What follows belongs to an exercise in optimizing a design on an open flow for small area, a short achievable clock period and few clock cycles per item; a production flow would make more cautious choices.
Only simulation tests tie the RTL to the original design; equivalence was not proved.
Power is estimated from default activity; no workload was simulated.

## flow/design.v (module list and top-level ports; edited modules follow where they fit)
// module mme_ram: 17 lines
// module mme_mac: 3355 lines
// module matrix_multiply_engine: 281 lines
module matrix_multiply_engine (
    input  wire logic          i_clk,
    input  wire logic          i_rst_n,
    input  wire logic          i_in_valid,
    input  wire logic [23:0]   i_in_req,
    output logic               o_in_stall,
    output logic               o_out_valid,
    output logic [42:0]        o_out_req,
    input  wire logic          i_out_stall,
    input  wire logic          i_cfg_we,
    input  wire logic [1:0]    i_cfg_index,
    input  wire logic [3:0]    i_cfg_data
);
  // ...
==> flow/run.sh <==
#!/bin/bash
# synth_recipe.tcl (not shown) runs the flow's synth.tcl, then flattens the netlist and writes it again
# the make line also repeats each setting of config.mk as NAME=value (left out here)
make -C /OpenROAD-flow-scripts/flow DESIGN_CONFIG=/design/flow/config.mk WORK_HOME=/design/flow/orfs CLKGATE_MAP_FILE= SYNTH_SCRIPT=/design/flow/synth_recipe.tcl finish
==> flow/config.mk <==
export PLATFORM = sky130hd
export DESIGN_NAME = matrix_multiply_engine
export DESIGN_NICKNAME = matrix_multiply_engine
export VERILOG_FILES = /design/flow/design.v
export SDC_FILE = /design/flow/constraint.sdc
export NUM_CORES = 4
export LEC_CHECK = 0
export ABC_CLOCK_PERIOD_IN_PS = 3000
export CAP_MARGIN = 20
export CORE_MARGIN = 2
export CORE_UTILIZATION = 55
export CTS_CLUSTER_DIAMETER = 80
export CTS_CLUSTER_SIZE = 24
export PLACE_DENSITY = 0.75
export SETUP_SLACK_MARGIN = 4.8
export SLEW_MARGIN = 20
==> flow/constraint.sdc <==
create_clock -name core_clock -period 8.0 [get_ports {i_clk}]
set_input_delay 1.6000 -clock core_clock [delete_from_list [all_inputs] [get_ports {i_clk}]]
set_output_delay 1.6000 -clock core_clock [all_outputs]
set_load 0.01 [all_outputs]
==> run_results.csv, run 1 <==
group,metric,value,unit
timing,min_period_over_period,0.418,
power,p_seq,22000,uW
run,maxCapViolations,0,
timing,whs,0.333,ns
logic_synthesis,synth_edf_count,2893,
logic_synthesis,synth_area_leaders,"edfxtp_1 (56%), fa_1 (13%), a22oi_1 (5.3%)",
routing,ant_nets,0,
layout,nNonClkBuffers,936,
worst_setup_path,crit_slowest_cell,"a222oi_1",
power,p_int,31300,uW
routing,route.met3.wl,93200,um
logic_synthesis,yosysMostFrequentCell,"edfxtp_1",
grt,grt_pass1_wl,738000,um
grt,met3_usage,0.149,
layout,fillers,19751,
logic_synthesis,synthTopCellsByCount,"edfxtp_1 (2893), nand2_1 (1152), a22oi_1 (1092)",
timing,setup_ws,4.66,ns
routing,top_layer,"met5",
placement,place_area,0.160,sq mm
die,die_h,535,um
worst_setup_path,rr_startpoint,"r_ir[1]",
layout,multi_input_area,0.0582,sq mm
power,power_frac_seq,0.468,
outcome,status,"complete, no violations",
layout,final_cell_mix,"edfxtp_1 (2893), nand2_1 (1148), a22oi_1 (1065)",
layout,regArea,0.0911,sq mm
logic_synthesis,synth-simple-area-share,0.0462,
timing,tightest_slew,1.27,ns
logic_synthesis,syn_area,0.155,sq mm
Testbench counts, summed over its fixed seeds: cycles 9,404, jobs 152.
==> inputs of run 2 (changes only) <==
--- a/flow/config.mk
+++ b/flow/config.mk
@@ -10,6 +10,5 @@
 export CORE_MARGIN = 2
-export CORE_UTILIZATION = 55
-export CTS_CLUSTER_DIAMETER = 80
-export CTS_CLUSTER_SIZE = 24
-export PLACE_DENSITY = 0.75
+export CORE_UTILIZATION = 50
+export CTS_CLUSTER_DIAMETER = 60
+export CTS_CLUSTER_SIZE = 30
 export SETUP_SLACK_MARGIN = 4.8
==> run_results.csv, run 2 <==
group,metric,value,unit
logic_synthesis,synth_fa_ha_area_frac,0.146,
worst_setup_path,crit_fanout,72,
clock_tree,clock-sinks,3094,
logic_synthesis,avgSynthCellArea,13.9,sq um
logic_synthesis,synth_area_leaders,"edfxtp_1 (56%), fa_1 (13%), a22oi_1 (5.3%)",
worst_hold_path,hp-class,"reg -> reg",
power,leakage,0.0658,uW
logic_synthesis,synthTopCellsByCount,"edfxtp_1 (2893), nand2_1 (1152), a22oi_1 (1092)",
layout,multi_input_area,0.0580,sq mm
timing,fin_crit,3.31,ns
logic_synthesis,yosysWarnings,3,
layout,top_regs,"u_left_store.r_mem x1024, u_right_store.r_mem x1024, u_mac.r_s0 x366",
layout,layout_commonest_cell,"edfxtp_1",
grt,grt.total_usage,0.343,
logic_synthesis,ys_seq_elements,3094,
timing,skew,0.106,ns
routing,drt_wl_total,555000,um
routing,drc,0,
logic_synthesis,syn_inst,11176,
power,ir_worst_vdd,228,uV
layout,drive_gt1_frac,0.134,
clock_tree,cts-root-buf,"clkbuf_16",
routing,route.met3.wl,81900,um
die,design.portCount,80,
worst_setup_path,cp.arrival,4.16,ns
routing,dr.pass1.iters,11,
logic_synthesis,synth-simple-area-share,0.0462,
routing,initialDrtViolationCount,17609,
routing,via_count,101616,
routing,routedWlPerCell,35.3,um
clock_tree,htreeDepth,4,
layout,fillers,24305,
timing,rsz0062_at_grt,"yes",
grt,antenna_found_initial,40,
clock_tree,clkSlewWorstSetupHoldPaths,0.09,ns
worst_setup_path,rrSetupSlack,4.76,ns
logic_synthesis,synthDistinctLibCells,65,
logic_synthesis,synth_edf_count,2893,
die,die_w,561,um
timing,slew_headroom,0.194,
die,die_h,561,um
grt,grt_max_degree,113,
grt,grt.overflow.total,0,
logic_synthesis,synth_xor_area_frac,0.0637,
logic_synthesis,synth_compound_area_frac,0.107,
worst_setup_path,worstSetupEndpointType,"flip-flop",
logic_synthesis,yosysMostFrequentCell,"edfxtp_1",
logic_synthesis,synth_flop_cell,"edfxtp_1",
routing,wl_met2,238000,um
routing,via_per_inst,6.47,
power,pwr_density_cell,285,mW/mm^2
worst_setup_path,startpoint_type,"input port",
die,start_util,0.502,
routing,top_layer,"met5",
run,maxCapViolations,0,
logic_synthesis,yosysSeqAreaShare,0.586,
worst_setup_path,required,8.86,ns
timing,min_period_over_period,0.413,
logic_synthesis,synth_top_family_by_area,"adder cells",
logic_synthesis,yosysTopAreaCell,"edfxtp_1",
timing,hold_viol,0,
outcome,status,"complete, no violations",
timing,whs,0.345,ns
clock_tree,worstSkewPairLatency,1.00,ns
placement,place.gp.congestion,1.02,
timing,fmax,302,MHz
layout,area.growth.synth_to_final,13.9,%
die,dieArea,0.315,sq mm
layout,regArea,0.0911,sq mm
worst_setup_path,path_class,"in -> reg",
grt,grt_pass1_vias,99488,
layout,fin_nets,12583,
power,power,50300,uW
logic_synthesis,synth_top_area_share,0.560,
routing,met1Wirelength,212000,um
routing,ant_nets,0,
placement,port_buffers,79,
grt,grt_pass1_wl,764000,um
die,placement_rows,204,
timing,tightest_slew,1.21,ns
timing,final-setup-viol-count,0,
die,core,0.309,sq mm
placement,dp.cells,14724,
clock_tree,cts_tree,"built",
placement,dp_hpwl,352000,um
clock_tree,cts_max_path_buffers,4,
logic_synthesis,syn_nets,12392,
placement,pre_cts_ws,2.54,ns
clock_tree,cts_buffers,222,
logic_synthesis,synth_mux_area_frac,0.00674,
timing,setup_ws,4.69,ns
layout,final_cell_mix,"edfxtp_1 (2893), nand2_1 (1148), a22oi_1 (1086)",
layout,layout.cells.non_filler,15704,
timing,slew_viol_final,0,
logic_synthesis,synthArstFlopShare,0,
logic_synthesis,syn_area,0.155,sq mm
## run 2: cell types whose count changed in the layout (fill, tap and decap cells not counted), moves of 22 or more
cell and delta:
buf_2 +29, a221oi_2 -25, clkbuf_1 -41, inv_6 +22
inv_8 +24, buf_4 -42, diode_2 -36, clkbuf_16 +44
a221oi_1 +27
## run 2: final timing paths
path                                  start         endpoint  cells past startpoint
worst max-delay path            i_out_stall       r_bcol[87]                     11
worst max register to register   r_bcol[84]  u_mac.r_s0[219]                      6
worst min register to register      r_q0[2]       r_wdata[2]                      0
worst min-delay path                r_q0[2]       r_wdata[2]                      0
## run 2: kinds of logic (layout without fill, tap and decap cells)
logic type | count (synthesis) | after routing
flops | 3094 | 3094
compound gates | 2138 | 2139
buf+inv | 1839 | 2220
simple gates | 1696 | 1700
fa+ha+maj | 1181 | 1181
xor+xnor | 1129 | 1129
mux | 99 | 99
other cells | 0 | 22
## run 2: repair_timing
action,CTS,global route
hold buffers,0,0
gates resized for setup,384,221
setup buffers,427,46
cloned,38,26
pin swaps,47,54
setup endpoints to repair,1240,628
## run 2: area by class of cell
type                       count  area share
multi-input combinational   6248       0.328
clock inverter               183      0.0151
tap                         4120      0.0292
inverter                     916      0.0198
sequential                  3094       0.515
clock buffer                 236      0.0321
antenna                       22    0.000311
timing repair buffer         879      0.0597
timing repair inverter         6    0.000304
## run 2: metal layers
layer  vias up  track usage
met4        24        0.116
met1     51846        0.477
li1      40843            -
met5         -            0
met3      1390        0.120
met2      7513        0.501
## run 2: critical path, cell delays in order
cell	delay [ns]
clkdlybuf4s50_1	0.45
and2_4	0.26
buf_12	0.14
nand2_4	0.07
a21boi_4	0.15
buf_4	0.17
buf_12	0.15
buf_4	0.17
bufbuf_16	0.39
a221oi_1	0.39
o21ai_0	0.17
## run 2: metrics by stage
| step | setup TNS [ns] | utilization | area, sq um |
|---|---|---|---|
| after floorplan | -150.72 | - | 155000 |
| after global placement | 0 | 0.518 | 160000 |
| after detailed placement | 0 | 0.518 | 160000 |
| after CTS | 0 | 0.567 | 175000 |
| after global routing | 0 | 0.572 | 177000 |
| final | 0 | 0.572 | 177000 |
## run 2: power breakdown
group          switching [uW]  internal, uW
Combinational            9440          6060
Sequential               1080         21000
Clock                    6770          5990
==> module matrix_multiply_engine, before the edit <==
module matrix_multiply_engine (
    input  wire logic          i_clk,
    input  wire logic          i_rst_n,
    input  wire logic          i_in_valid,
    input  wire logic [23:0]   i_in_req,
    output logic               o_in_stall,
    output logic               o_out_valid,
    output logic [42:0]        o_out_req,
    input  wire logic          i_out_stall,
    input  wire logic          i_cfg_we,
    input  wire logic [1:0]    i_cfg_index,
    input  wire logic [3:0]    i_cfg_data
);
    localparam int MAC_LAT = 3;           
    localparam int NST     = MAC_LAT + 1;  
    logic [2:0] r_rl;
    logic [2:0] r_kl;
    logic [2:0] r_cl;
    logic [2:0] w_cfg_last;
    always_comb begin
        if (i_cfg_data == 4'd0) begin
            w_cfg_last = 3'd0;
        end else if (i_cfg_data > 4'd8) begin
            w_cfg_last = 3'd7;
        end else begin
            w_cfg_last = 3'(i_cfg_data - 4'd1);
        end
    end
    always_ff @(posedge i_clk) begin
        if (!i_rst_n) begin
            r_rl <= 3'd7;
            r_kl <= 3'd7;
            r_cl <= 3'd7;
        end else if (i_cfg_we) begin
            case (i_cfg_index)
                2'd0: r_rl <= w_cfg_last;
                2'd1: r_kl <= w_cfg_last;
                2'd2: r_cl <= w_cfg_last;
                default: ;
            endcase
        end
    end
    logic [23:0] r_q0;
    logic [23:0] r_q1;
    logic        r_v0;
    logic        r_v1;
    logic        r_stall;
    logic        w_take;
    logic        w_pop;
    logic        n_v0;
    logic        n_v1;
    assign w_take     = i_in_valid && !r_stall;
    assign o_in_stall = r_stall;
    always_comb begin
        if (w_pop) begin
            n_v0 = r_v1 || w_take;
            n_v1 = r_v1 && w_take;
        end else begin
            n_v0 = r_v0 || w_take;
            n_v1 = r_v1 || (r_v0 && w_take);
        end
    end
    always_ff @(posedge i_clk) begin
        if (!i_rst_n) begin
            r_v0    <= 1'b0;
            r_v1    <= 1'b0;
            r_stall <= 1'b0;
        end else begin
            r_v0    <= n_v0;
            r_v1    <= n_v1;
            r_stall <= n_v0 && n_v1;
        end
    end
    always_ff @(posedge i_clk) begin
        if (w_pop) begin
            r_q0 <= r_v1 ? r_q1 : i_in_req;
        end else if (!r_v0) begin
            r_q0 <= i_in_req;
        end
        if (w_pop || !r_v1) begin
            r_q1 <= i_in_req;
        end
    end
    logic [1:0]  w_op;
    logic [2:0]  w_row;
    logic [2:0]  w_col;
    logic        r_act;
    logic [2:0]  r_ir;
    logic [2:0]  r_ic;
    logic        w_adv;
    logic        w_iss;
    logic        w_iss_last;
    logic        w_ok;
    logic        w_we_a;
    logic        w_we_b;
    logic        w_start;
    assign w_op  = r_q0[23:22];
    assign w_row = r_q0[21:19];
    assign w_col = r_q0[18:16];
    assign w_iss      = r_act && w_adv;
    assign w_iss_last = w_iss && (r_ir == r_rl) && (r_ic == r_cl);
    always_comb begin
        case (w_op)
            mme_pkg::OP_LOAD_A:
                w_ok = !r_act || (w_row > r_rl) || (w_col > r_kl) || (w_row < r_ir) ||
                       ((w_row == r_ir) && ((r_ic != 3'd0) || w_iss));
            mme_pkg::OP_LOAD_B:
                w_ok = (w_row > r_kl) || (w_col > r_cl) || (!r_act && (w_adv || !r_tv[0]));
            mme_pkg::OP_COMPUTE:
                w_ok = !r_act || w_iss_last;
            default:
                w_ok = 1'b1;
        endcase
    end
    assign w_pop   = r_v0 && w_ok;
    assign w_we_a  = w_pop && (w_op == mme_pkg::OP_LOAD_A);
    assign w_we_b  = w_pop && (w_op == mme_pkg::OP_LOAD_B);
    logic [7:0]  r_wrow_a;
    logic [7:0]  r_wrow_b;
    logic [7:0]  r_wcol;
    logic [15:0] r_wdata;
    always_ff @(posedge i_clk) begin
        for (int i = 0; i < 8; i++) begin
            if (!i_rst_n) begin
                r_wrow_a[i] <= 1'b0;
                r_wrow_b[i] <= 1'b0;
            end else begin
                r_wrow_a[i] <= w_we_a && (w_row == 3'(i));
                r_wrow_b[i] <= w_we_b && (w_row == 3'(i));
            end
            r_wcol[i] <= (w_col == 3'(i));
        end
        r_wdata <= r_q0[15:0];
    end
    assign w_start = w_pop && (w_op == mme_pkg::OP_COMPUTE);
    always_ff @(posedge i_clk) begin
        if (!i_rst_n) begin
            r_act <= 1'b0;
            r_ir  <= 3'd0;
            r_ic  <= 3'd0;
        end else if (w_start) begin
            r_act <= 1'b1;
            r_ir  <= 3'd0;
            r_ic  <= 3'd0;
        end else if (w_iss) begin
            if (r_ic == r_cl) begin
                r_ic <= 3'd0;
                r_ir <= r_ir + 3'd1;
            end else begin
                r_ic <= r_ic + 3'd1;
            end
            if (w_iss_last) begin
                r_act <= 1'b0;
            end
        end
    end
    logic [1023:0] w_amem;
    logic [1023:0] w_bmem;
    mme_ram u_left_store (
        .i_clk    (i_clk),
        .i_we_row (r_wrow_a),
        .i_col    (r_wcol),
        .i_wdata  (r_wdata),
        .o_mem    (w_amem)
    );
    mme_ram u_right_store (
        .i_clk    (i_clk),
        .i_we_row (r_wrow_b),
        .i_col    (r_wcol),
        .i_wdata  (r_wdata),
        .o_mem    (w_bmem)
    );
    logic [191:0] r_arow;
    logic [127:0] r_bcol;
    logic [127:0] w_arow;
    logic [191:0] w_aenc;
    logic [127:0] w_bcol;
    logic [2:0]   w_bsel;
    logic [NST-1:0] r_tv;        
    logic [2:0]     r_tcol;      
    assign w_bsel = w_adv ? r_ic : r_tcol;
    always_comb begin
        w_arow = '0;
        w_bcol = '0;
        for (int i = 0; i < 8; i++) begin
            for (int k = 0; k < 8; k++) begin
                if (r_ir == 3'(i)) begin
                    w_arow[16*k +: 16] = w_arow[16*k +: 16] | w_amem[16*(8*i+k) +: 16];
                end
                if (w_bsel == 3'(i)) begin
                    w_bcol[16*k +: 16] = w_bcol[16*k +: 16] | w_bmem[16*(8*k+i) +: 16];
                end
            end
        end
        for (int k = 0; k < 8; k++) begin
            if (3'(k) > r_kl) begin
                w_arow[16*k +: 16] = '0;
            end
        end
    end
    always_comb begin
        for (int k = 0; k < 8; k++) begin
            for (int j = 0; j < 8; j++) begin
                logic x, y, z;
                x = w_arow[16*k + 2*j + 1];
                y = w_arow[16*k + 2*j];
                z = (j == 0) ? 1'b0 : w_arow[16*k + 2*j - 1];
                w_aenc[24*k + 3*j]     = y ^ z;
                w_aenc[24*k + 3*j + 1] = (x && !y && !z) || (!x && y && z);
                w_aenc[24*k + 3*j + 2] = x && !(y && z);
            end
        end
    end
    always_ff @(posedge i_clk) begin
        if (w_iss && (r_ic == 3'd0)) begin
            r_arow <= w_aenc;
        end
    end
    always_ff @(posedge i_clk) begin
        r_bcol <= w_bcol;
    end
    logic [35:0] w_sum;
    mme_mac u_mac (
        .i_clk (i_clk),
        .i_en  (w_adv),
        .i_a   (r_arow),
        .i_b   (r_bcol),
        .o_sum (w_sum)
    );
    always_ff @(posedge i_clk) begin
        if (!i_rst_n) begin
            r_tv <= '0;
        end else if (w_adv) begin
            r_tv <= {r_tv[NST-2:0], w_iss};
        end
    end
    always_ff @(posedge i_clk) begin
        if (w_adv) begin
            r_tcol <= r_ic;
        end
    end
    logic [2:0] r_orow;
    logic [2:0] r_ocol;
    logic       w_olast;
    assign w_olast = (r_orow == r_rl) && (r_ocol == r_cl);
    always_ff @(posedge i_clk) begin
        if (!i_rst_n) begin
            r_orow <= 3'd0;
            r_ocol <= 3'd0;
        end else if (w_adv && r_tv[NST-1]) begin
            if (w_olast) begin
                r_orow <= 3'd0;
                r_ocol <= 3'd0;
            end else if (r_ocol == r_cl) begin
                r_orow <= r_orow + 3'd1;
                r_ocol <= 3'd0;
            end else begin
                r_ocol <= r_ocol + 3'd1;
            end
        end
    end
    logic        r_ov;
    logic [42:0] r_out;
    logic [42:0] w_res;
    assign w_adv = !r_ov || !i_out_stall;
    assign w_res = {r_orow, r_ocol, w_sum, w_olast};
    always_ff @(posedge i_clk) begin
        if (!i_rst_n) begin
            r_ov <= 1'b0;
        end else if (w_adv) begin
            r_ov <= r_tv[NST-1];
        end
    end
    always_ff @(posedge i_clk) begin
        if (w_adv) begin
            r_out <= w_res;
        end
    end
    assign o_out_valid = r_ov;
    assign o_out_req   = r_out;
endmodule
==> inputs of run 3 (changes only) <==
--- a/flow/design.v
+++ b/flow/design.v
@@ -3498,3 +3498,5 @@
             mme_pkg::OP_LOAD_B:
-                w_ok = (w_row > r_kl) || (w_col > r_cl) || (!r_act && (w_adv || !r_tv[0]));
+                w_ok = (w_row > r_kl) || (w_col > r_cl) ||
+                       (!r_act && (w_adv || !r_tv[0] || (w_col != r_tcol))) ||
+                       (w_iss_last && (w_col != r_ic));
             mme_pkg::OP_COMPUTE:
--- a/flow/config.mk
+++ b/flow/config.mk
@@ -11,4 +11,4 @@
 export CORE_UTILIZATION = 50
-export CTS_CLUSTER_DIAMETER = 60
-export CTS_CLUSTER_SIZE = 30
+export CTS_CLUSTER_DIAMETER = 80
+export CTS_CLUSTER_SIZE = 24
 export SETUP_SLACK_MARGIN = 4.8
==> run_results.csv, run 3 <==
group,metric,value,unit
worst_setup_path,crit_fanout,6,
logic_synthesis,syn_area,0.155,sq mm
clock_tree,clkSlewWorstSetupHoldPaths,0.10,ns
layout,multi_input_area,0.0577,sq mm
clock_tree,cts_buffers,169,
power,clockPowerShare,0.231,
timing,skew,0.0950,ns
logic_synthesis,yosysTopAreaCell,"edfxtp_1",
layout,fin_nets,12606,
timing,fmax,299,MHz
grt,grt_pass1_vias,97744,
worst_setup_path,worstSetupEndpointType,"flip-flop",
timing,setup_tns,0,ns
layout,drive_gt1_frac,0.125,
logic_synthesis,synthArstFlopShare,0,
clock_tree,cts_tree,"built",
clock_tree,cts_max_path_buffers,4,
power,p_int,29100,uW
timing,final-setup-viol-count,0,
worst_setup_path,crit_start,"r_ir[1]",
logic_synthesis,synthTopCellsByCount,"edfxtp_1 (2893), a22oi_1 (1094), fa_1 (1039)",
placement,pre_cts_ws,2.27,ns
grt,grt_pass1_wl,743000,um
layout,utilization,0.565,
routing,drc,0,
worst_setup_path,rr_worst_depth,12,
routing,ant_nets,0,
grt,antenna_found_initial,43,
timing,fin_crit,3.34,ns
timing,rsz0062_at_grt,"yes",
logic_synthesis,synth_flop_cell,"edfxtp_1",
power,leakage,0.0644,uW
die,dieArea,0.314,sq mm
die,start_util,0.501,
worst_setup_path,cp.arrival,3.95,ns
layout,fillers,24625,
routing,routedWlPerCell,34.2,um
clock_tree,cts-root-buf,"clkbuf_16",
die,core,0.308,sq mm
die,design.portCount,80,
routing,via_count,100272,
clock_tree,clock-sinks,3094,
grt,grt.overflow.total,0,
worst_setup_path,required,8.60,ns
worst_setup_path,reg2reg_to,"r_arow[178]",
timing,slew_viol_final,0,
timing,min_period_over_period,0.418,
routing,dr.pass1.iters,10,
worst_setup_path,rrSetupSlack,4.66,ns
logic_synthesis,ys_seq_elements,3094,
run,maxCapViolations,0,
logic_synthesis,synth_edf_count,2893,
placement,dp_hpwl,345000,um
logic_synthesis,yosysSeqAreaShare,0.588,
timing,tightest_slew,1.15,ns
clock_tree,htreeDepth,4,
power,power_frac_seq,0.501,
die,die_w,560,um
power,power_frac_comb,0.268,
layout,top_regs,"u_left_store.r_mem x1024, u_right_store.r_mem x1024, u_mac.r_s0 x366",
worst_setup_path,path_class,"reg -> reg",
clock_tree,worstSkewPairLatency,0.95,ns
layout,regArea,0.0912,sq mm
power,switching_share,0.308,
layout,final_cell_mix,"edfxtp_1 (2893), a22oi_1 (1076), fa_1 (990)",
logic_synthesis,syn_nets,12382,
timing,slew_headroom,0.230,
logic_synthesis,avgSynthCellArea,13.8,sq um
routing,initialDrtViolationCount,16865,
power,pwr_density_cell,241,mW/mm^2
timing,hold_viol,0,
logic_synthesis,synth_area_leaders,"edfxtp_1 (56%), fa_1 (13%), a22oi_1 (5.3%)",
worst_hold_path,hp-class,"reg -> reg",
worst_setup_path,startpoint_type,"flip-flop",
placement,place.gp.congestion,1.00,
layout,layout_commonest_cell,"edfxtp_1",
logic_synthesis,synthDistinctLibCells,74,
power,ir_worst_vdd,194,uV
worst_setup_path,worstSetupEndpoint,"r_arow[178]",
grt,grt_max_degree,132,
logic_synthesis,synth_top_area_share,0.562,
layout,design_area,0.174,sq mm
timing,whs,0.347,ns
grt,grt.total_usage,0.333,
die,die_h,560,um
routing,drt_wl_total,535000,um
logic_synthesis,yosysWarnings,3,
layout,area.growth.synth_to_final,12.7,%
outcome,status,"complete, no violations",
timing,setup_ws,4.66,ns
placement,place_area,0.160,sq mm
die,placement_rows,204,
logic_synthesis,yosysMostFrequentCell,"edfxtp_1",
placement,port_buffers,79,
logic_synthesis,syn_inst,11166,
routing,via_per_inst,6.41,
worst_setup_path,rr_startpoint,"r_ir[1]",
power,p_sw,13000,uW
run 3: metal layers:
layer / vias up / GRT usage / routed length [um]
li1: 40490 / - / -
met1: 51311 / 0.457 / 205000
met2: 6949 / 0.490 / 233000
met3: 1496 / 0.103 / 69800
met4: 26 / 0.148 / 27300
met5: - / 0.000301 / 210
run 3: metrics by stage:
step / total power, uW / instances
2_1_floorplan: 27500 / 11166
3_3_place_gp: 32200 / 14714
3_5_place_dp: 32500 / 14722
4_1_cts: 42100 / 15465
5_1_grt: 44300 / 15620
6_report: 42100 / 15639
run 3: power groups by stage:
stage                     registers [uW]  clock network, uW  logic [uW]
after global placement             21500                  0       10700
after detailed placement           21600                  0       11000
after CTS                          21100               9840       11200
after floorplan                    21200                  0        6290
after global routing               21200              10400       12700
final                              21100               9740       11300
run 3: cell families after synthesis:
family	after synthesis	synth area share
AO/OA/AOI/OAI	2271	0.105
XOR/XNOR	1137	0.0645
adder cells (fa/ha/maj)	1181	0.146
buffers and inverters	1824	0.0447
flip-flops	3094	0.588
multiplexers	98	0.00719
AND/OR/NAND/NOR	1561	0.0444
run 3: cell type report:
class,instances,area share
inverters,920,0.0202
well taps,4120,0.0296
multi-input cells,6256,0.331
clock inverters,47,0.00397
repair inverters,2,0.000100
diodes,21,0.000301
clock buffers,232,0.0264
flip-flops and latches,3094,0.523
repair buffers,947,0.0652
run 3: worst max-delay path, stage by stage, from the launching register on:
cell        delay [ns]
dfxtp_4           0.39
clkinvlp_4        0.10
ha_4              0.19
buf_12            0.15
buf_16            0.15
a222oi_1          0.56
nand2_1           0.13
a222oi_1          0.65
buf_4             0.33
buf_4             0.17
nor2_1            0.05
nand2_1           0.06
a21oi_1           0.07
run 3: what timing repair did:
| item | in CTS | in global routing |
|---|---|---|
| cloned | 43 | 11 |
| pin swaps | 49 | 143 |
| buffers inserted | 421 | 140 |
| gates resized for setup | 339 | 193 |
| setup endpoints to repair | 1189 | 373 |
| hold buffers | 0 | 0 |
run 3: worst min path at each step:
stage / start / slack [ns] / cells after the start / to
final: r_q0[5] / 0.35 / 0 / r_wdata[5]
after global routing: r_q0[1] / 0.35 / 0 / r_wdata[1]
after CTS: r_q0[9] / 0.35 / 0 / r_wdata[9]
after detailed placement: r_q0[12] / 0.33 / 0 / r_wdata[12]
after global placement: r_q0[5] / 0.32 / 0 / r_wdata[5]
after floorplan: r_q0[0] / 0.32 / 0 / r_wdata[0]
Testbench counts of run 3, summed over its fixed seeds: cycles 9,383, jobs 152.

## re-timing with driven ports
In the flow no input, the clock included, has a driving cell. The finished layouts below were timed again as built, in two steps. Step 1 (the two cells are an assumption about what drives the block):
set clk [get_ports {i_clk}]
set_driving_cell -lib_cell sky130_fd_sc_hd__clkbuf_16 $clk
set_driving_cell -lib_cell sky130_fd_sc_hd__buf_2 [delete_from_list [all_inputs] $clk]
Step 2 adds t to the input delays and takes it off the output delays; t is the mean of the earliest and latest rising clock arrival at the registers after step 1. Input paths then give back, and output paths get back, about the clock's delay inside the block. a / b / c = ideal / step 1 / step 2; a / b = the first two.
| run | t (ns) | setup WS [ns] | slew at the worst register clock pin (ns) |
|---|---|---|---|
| run 1 | 1.010 | 4.659 / 4.659 / 4.080 | 0.10 / 0.10 |
| run 2 | 1.042 | 4.693 / 4.751 / 3.721 | 0.10 / 0.10 |
| run 3 | 0.997 | 4.657 / 4.657 / 3.896 | 0.10 / 0.10 |
After both steps setup and hold are still met in every run listed. For run 2, which loses most, drivers alone change the setup slack by +0.058 ns; drivers and shift together by -0.972 ns.
